This design comes from an exercise in tuning for small area, a short achievable clock period and few clock cycles per item on the open sky130 flow, not from production work. Function was checked by simulation only, so behaviour that the tests miss may differ from the original.

== raven ==
// lstm_delta
module lstm_delta
(
    input  logic                     clk,
    input  logic                     xrst,
    input  logic                     in_valid,
    output logic                     in_ready,
    input  logic                     in_last,
    input  logic signed [15:0] i,
    input  logic signed [15:0] f,
    input  logic signed [15:0] o,
    input  logic signed [15:0] a,
    input  logic signed [15:0] tanh_c,
    input  logic signed [15:0] c_prev,
    input  logic signed [15:0] dh,
    input  logic signed [15:0] dc_next,
    output logic                     out_valid,
    input  logic                     out_ready,
    output logic                     out_last,
    output logic signed [15:0] di,
    output logic signed [15:0] df,
    output logic signed [15:0] do_,
    output logic signed [15:0] da,
    output logic signed [15:0] dc_prev
);
    logic en;
    logic held;
    logic v0, v1, v2, v3, v4, v5;
    logic [80:0] skid;
    logic [15:0] s0_i;
    logic [15:0] s0_f;
    logic [15:0] s0_o;
    logic [15:0] s0_a;
    logic [15:0] s0_tanh_c;
    logic [15:0] s0_c_prev;
    logic [23:0] s0_dh_enc;
    logic [15:0] s0_dc_next;
    logic [0:0] s0_last;
    logic [23:0] s1_m1_a;
    logic [23:0] s1_m1_b;
    logic [0:0] s1_m1_c;
    logic [23:0] s1_m2_a;
    logic [23:0] s1_m2_b;
    logic [0:0] s1_m2_c;
    logic [15:0] s1_n3_a;
  ...
export LEC_CHECK = 0
export ABC_AREA = 1
export ABC_CLOCK_PERIOD_IN_PS = 3500
export CAP_MARGIN = 20
export CORE_MARGIN = 2
export CORE_UTILIZATION = 65
export CTS_CLUSTER_DIAMETER = 100
export CTS_CLUSTER_SIZE = 22
export SLEW_MARGIN = 20
export SYNTH_HIERARCHICAL = 1
export TNS_END_PERCENT = 0
create_clock -name core_clock -period 12.0 [get_ports {clk}]
standard.sh (not shown) runs the stock make flow with config.mk's settings and CLKGATE_MAP_FILE= SYNTH_SCRIPT=/design/flow/synth_recipe.tcl, a recipe that flattens the netlist after the stock synthesis.
==> flow/flow/run.sh <==
#!/bin/bash
# Standard ORFS layout (the standard.sh, standard synthesis unchanged) with two
# changes to how the layout is optimised:
#  - port buffers use buf_4 instead of the default delay-buffer choice;
#  - timing repair aims for extra setup margin, so the resizer works on the
#    register-to-register paths although the 12 ns constraint is met anyway.
# The SDC (clock period, I/O delays, load) is the standard flow's, unchanged.
set -euo pipefail
bash standard.sh \
  "BUFFER_PORTS_ARGS=-buffer_cell sky130_fd_sc_hd__buf_4" \
  SETUP_SLACK_MARGIN=8.3 \
  finish > standard_flow.log 2>&1
raven completed; timing, DRC and antenna clean
Testbench counts of raven, summed over its fixed seeds: cycles 8,056, items 8,000.
For yarrow, these inputs were changed with respect to raven:
- CTS_CLUSTER_SIZE no longer set, was 22
- TNS_END_PERCENT no longer set, was 0
- CTS_CLUSTER_DIAMETER no longer set, was 100
Results
yarrow: all stages complete, timing, DRC and antenna checks passed. The fmax reported for yarrow is greater than that of raven by 0.0018 GHz. Post-layout worst setup margin delta (yarrow − raven): favourable. Arrival time reported for the critical path endpoint (lower): yarrow. Net count reported at finish sits higher in yarrow than in raven. yarrow has met3 layer usage reported by global route above what raven had. yarrow — met1 track demand over resource in global routing 0.28 points higher, raven as reference.
What indigo does differently from yarrow at the input level:
- CTS_CLUSTER_DIAMETER newly set to 100
- CTS_CLUSTER_SIZE newly set to 22
diff --git a/flow/flow/run.sh b/flow/flow/run.sh
--- a/flow/flow/run.sh
+++ b/flow/flow/run.sh
@@ -10,3 +10,3 @@
   "BUFFER_PORTS_ARGS=-buffer_cell sky130_fd_sc_hd__buf_4" \
-  SETUP_SLACK_MARGIN=8.3 \
+  SETUP_SLACK_MARGIN=8.05 \
   finish > standard_flow.log 2>&1
--- outcome ---
Relative to yarrow, the layout clock buffer count of indigo is lower by about 50%. Diff yarrow -> indigo | critical path depth | increase of 7. A worst setup path endpoint of s5_df_a[6] is what indigo shows, while di[11] belongs to yarrow. Fraction of area in registers was lower in the run labelled yarrow. Going from yarrow to indigo, wire length of the first global-routing pass shrinks by 1.7%.
Edits applied to the flow inputs when going from indigo to violet:
- changing CORE_UTILIZATION from 65 to 70
Results
In violet the non-clock buffer count turned out about 2.5% higher than in indigo. violet vs. indigo: number of instances resized during post-cts repair now larger; area added between synthesis and finish decreased by 0.23 points relative to the old numbers; total length of routed wires picked up an extra 1.5%; maximum frequency went down; number of well-tap cells placed saw a decrease. In violet relative to indigo, final cell count had gone down slightly.

---

Setup of 01-04:
lstm_delta again, from the RTL that the note above started with.
clock: 12.0 ns
lec_check: 0
abc_area: 1
abc_clock_period_in_ps: 3500
cap_margin: 20
core_margin: 2
core_utilization: 65
cts_cluster_diameter: 100
cts_cluster_size: 22
slew_margin: 20
synth_hierarchical: 1
==> flow/flow/run.sh <==
#!/bin/bash
# Standard ORFS layout (the standard.sh, standard synthesis unchanged) with two
# changes to how the layout is optimised:
#  - port buffers use buf_4 instead of the default delay-buffer choice;
#  - timing repair aims for extra setup margin, so the resizer works on the
#    register-to-register paths although the 12 ns constraint is met anyway.
# The SDC (clock period, I/O delays, load) is the standard flow's, unchanged.
set -euo pipefail
bash standard.sh \
  "BUFFER_PORTS_ARGS=-buffer_cell sky130_fd_sc_hd__buf_4" \
  SETUP_SLACK_MARGIN=8.3 \
  finish > standard_flow.log 2>&1
01-04 did not stop at any stage, and its layout met the timing, DRC and antenna checks.
Testbench counts of 01-04, summed over its fixed seeds: cycles 8,056, items 8,000.
--- input diff 01-04..01-05 ---
diff --git a/flow/flow/run.sh b/flow/flow/run.sh
--- a/flow/flow/run.sh
+++ b/flow/flow/run.sh
@@ -10,3 +10,3 @@
   "BUFFER_PORTS_ARGS=-buffer_cell sky130_fd_sc_hd__buf_4" \
-  SETUP_SLACK_MARGIN=8.3 \
+  SETUP_SLACK_MARGIN=8.05 \
   finish > standard_flow.log 2>&1
diff --git a/flow/config.mk b/flow/config.mk
--- a/flow/config.mk
+++ b/flow/config.mk
@@ -14,2 +14,3 @@
 export CTS_CLUSTER_SIZE = 22
+export GPL_TIMING_DRIVEN = 1
 export SLEW_MARGIN = 20
Results
01-05 ended up with fa_1 as its slowest cell on the critical path; 01-04 ended up with edfxtp_1. Changes observed in 01-05 relative to 01-04: shortest period the worst path allows +67 ps; post-route clock skew ~0 delta. 01-05 against 01-04: total core area has remained practically unchanged, endpoint required time on the critical path saw an increase, via count decreased by about 2.3% relative to the old numbers, global routing met3 resource utilization did not really move.

==> afterwards: timing with drivers on the ports <==
No port has a modelled driver above. Below, the same layouts with a new extraction and two added sets of constraints.
Step 1: set_driving_cell puts a clkbuf_16 on clk and a buf_2 on each other input, an assumption about the parent block.
Step 2 also shifts input and output timing later by t, the mid clock arrival at the registers, as if the neighbouring blocks saw the same clock.
Three values: no drivers, after step 1, after step 2; two values: the first two.
run	t (ns)	setup WS [ns]	cell pins on the clock port's net
raven	0.858	8.081 / 8.059 / 7.756	1
yarrow	0.901	8.108 / 8.019 / 7.754	1
indigo	0.859	8.073 / 8.046 / 7.768	1
violet	0.866	8.026 / 8.010 / 7.779	1
01-04	0.853	8.140 / 8.051 / 7.764	1
01-05	0.859	8.073 / 8.046 / 7.768	1
After both steps setup and hold are still met in every run listed. For 01-04, which loses most, drivers alone change the setup slack by -0.089 ns; drivers and shift together by -0.376 ns.
